Background: an optimization exercise with open tools, aiming at small area and a short achievable clock period. Do not read the settings as production practice. RTL that was checked went through simulation tests only; none was proved equivalent to the original.

==> flow/design.v (excerpt) <==
module mul_pipe #(
    parameter int unsigned XLEN    = 32,
    parameter int unsigned LATENCY = 3,
    parameter int unsigned TAG_W   = 5
) (
    input  logic             clk,
    input  logic             rst_n,
    input  logic             in_valid,
    output logic             in_ready,
    input  logic [XLEN-1:0]  a,
    input  logic [XLEN-1:0]  b,
    input  logic [2:0]       mulop,
    input  logic [TAG_W-1:0] in_tag,
    input  logic             flush,
    output logic             out_valid,
    input  logic             out_ready,
    output logic [XLEN-1:0]  f,
    output logic [TAG_W-1:0] out_tag
);
Size in the first run: ~200 flip-flops, roughly 29000 um2 of cells after synthesis.
export LEC_CHECK = 0
export ABC_AREA = 1
export CAP_MARGIN = 20
export CORE_MARGIN = 2
export CORE_UTILIZATION = 40
export SETUP_SLACK_MARGIN = 5
export SLEW_MARGIN = 20
export SYNTH_HIERARCHICAL = 1
create_clock -name core_clock -period 11.0 [get_ports {clk}]
standard.sh (not shown) runs the stock make flow with config.mk's settings and CLKGATE_MAP_FILE= SYNTH_SCRIPT=/design/flow/synth_recipe.tcl, a recipe that flattens the netlist after the stock synthesis.
==> flow/flow/run.sh <==
#!/bin/bash
# The standard layout, with timing repair aimed further below the clock period and
# the smallest port buffers (repair sizes up the ones on critical paths).
set -euo pipefail
bash standard.sh SETUP_SLACK_MARGIN=6.22 "BUFFER_PORTS_ARGS=-buffer_cell sky130_fd_sc_hd__buf_1" "CTS_ARGS=-sink_clustering_enable -repair_clock_nets -sink_clustering_size 30 -sink_clustering_max_diameter 100 -dont_use_dummy_load" finish > standard.log 2>&1
Next try:
--- a/flow/design.v
+++ b/flow/design.v
@@ -1953,32 +1953,39 @@
     wire mp22 = cp25 & mp19;
     wire mg23 = mg21 | (mp21 & mg20);
     wire mp23 = mp21 & mp20;
     wire mg24 = cg26 | (cp26 & mg22);
     wire mp24 = cp26 & mp22;
     wire mg25 = cg28 | (cp28 & cg27);
     wire mp25 = cp28 & cp27;
     wire mg26 = cg30 | (cp30 & cg29);
     wire mp26 = cp30 & cp29;
-    wire mg27 = mg24 | (mp24 & mg23);
-    wire mp27 = mp24 & mp23;
-    wire mg28 = mg26 | (mp26 & mg25);
-    wire mp28 = mp26 & mp25;
-    wire [2:0] w_sg, w_sp;
-    assign w_sg[0] = mg27;
+    wire [4:0] w_sg, w_sp;
+    assign w_sg[0] = mg23;
     assign w_sp[0] = 1'b0;
-    assign w_sg[1] = mg28;
-    assign w_sp[1] = mp28;
-    assign w_sg[2] = cg31;
-    assign w_sp[2] = cp31;
-    localparam int NSEG = 3;
-    wire [31:0] w_x  = r1_hi ? sx[63:32] : sx[31:0];
-    wire [31:0] w_y  = r1_hi ? sy[63:32] : sy[31:0];
+    assign w_sg[1] = mg24;
+    assign w_sp[1] = mp24;
+    assign w_sg[2] = mg25;
+    assign w_sp[2] = mp25;
+    assign w_sg[3] = mg26;
+    assign w_sp[3] = mp26;
+    assign w_sg[4] = cg31;
+    assign w_sp[4] = cp31;
+    localparam int NSEG = 5;
+    wire        w_sel_hi = !w_stall && r1_hi;
+    wire        w_sel_lo = !w_stall && !r1_hi;
+    wire [31:0] w_xd, w_yd;
+    for (genvar k = 0; k < 32; k++) begin : g_sel
+        mul_pipe_sel u_x (.hold(w_stall), .q(r2_x[k]), .sh(w_sel_hi), .dh(sx[32+k]),
+                          .sl(w_sel_lo), .dl(sx[k]), .d(w_xd[k]));
+        mul_pipe_sel u_y (.hold(w_stall), .q(r2_y[k]), .sh(w_sel_hi), .dh(sy[32+k]),
+                          .sl(w_sel_lo), .dl(sy[k]), .d(w_yd[k]));
+    end
     logic [NSEG-1:0] r2_sg, r2_sp;
     logic            r2_hi;
     logic w_cin;
     always_comb begin
         w_cin = 1'b0;
         for (int k = 0; k < NSEG; k++) w_cin = r2_sg[k] | (r2_sp[k] & w_cin);
         w_cin = w_cin & r2_hi;
     end
     wire [31:0] w_f;
@@ -2187,26 +2194,28 @@
         if (!w_stall) begin
             r1_a_n   <= ~a;
             r1_neg   <= w_neg;
             r1_one_n <= ~w_one;
             r1_two_n <= ~w_two;
             r1_ea_n  <= !(a[31] && (mulop != 3'd3));
             r1_d16_n <= !(b[31] && !mulop[2] && mulop[1]);
             r1_hi  <= (mulop != 3'd0);
             r1_tag <= in_tag;
-            r2_x   <= w_x;
-            r2_y   <= w_y;
             r2_sg  <= w_sg;
             r2_sp  <= w_sp;
             r2_hi  <= r1_hi;
             r2_tag <= r1_tag;
         end
     end
+    always_ff @(posedge clk) begin
+        r2_x <= w_xd;
+        r2_y <= w_yd;
+    end
     assign out_valid = r3_v;
     assign f         = r3_f;
     assign out_tag   = r3_tag;
 endmodule
 module mul_pipe_fa (
     input  logic x,
     input  logic y,
     input  logic z,
     output logic s,
@@ -2218,9 +2227,20 @@
 module mul_pipe_ha (
     input  logic x,
     input  logic y,
     output logic s,
     output logic c
 );
     assign s = x ^ y;
     assign c = x & y;
 endmodule
+module mul_pipe_sel (
+    input  logic hold,
+    input  logic q,
+    input  logic sh,
+    input  logic dh,
+    input  logic sl,
+    input  logic dl,
+    output logic d
+);
+    assign d = (hold & q) | (sh & dh) | (sl & dl);
+endmodule
Sequential share of layout area came out lower by 1.5 points.
Wire length came out lower by 1.2%.
Core utilization came out lower by 0.34 points.
Cell count came out higher by 2.6%.
Final area came out lower by 0.96%.
Fmax stays flat.
Via count came out higher by 1.5%.
First-iteration DRC count came out lower by 9.8%.
Function not checked in the first run of this note: the RTL went through the layout flow alone.

separate check: timing with driven ports:
The results above use ideal ports. As a check the final layouts listed here were re-extracted and re-timed, cells and wires unchanged. Step 1, drivers: a clkbuf_16 drives clk and a buf_2 each remaining input, both assumed. Step 2 adds t to the input delays and takes it off the output delays; t is the mean of the earliest and latest rising clock arrival at the registers after step 1. Input paths then give back, and output paths get back, about the clock's delay inside the block. a / b / c = no drivers / after step 1 / after step 2; a / b = the first two.
| run | shift t [ns] | setup WS [ns] | slew at the worst register clock pin (ns) |
|---|---|---|---|
| the first run | 0.595 | 6.236 / 6.202 / 6.202 | 0.11 / 0.11 |
| the second run | 0.579 | 6.237 / 6.202 / 6.202 | 0.11 / 0.11 |
After both steps setup and hold are still met in every run listed. The setup slack of the second run, which loses most, moves by -0.035 ns with the drivers and by -0.035 ns with both steps.
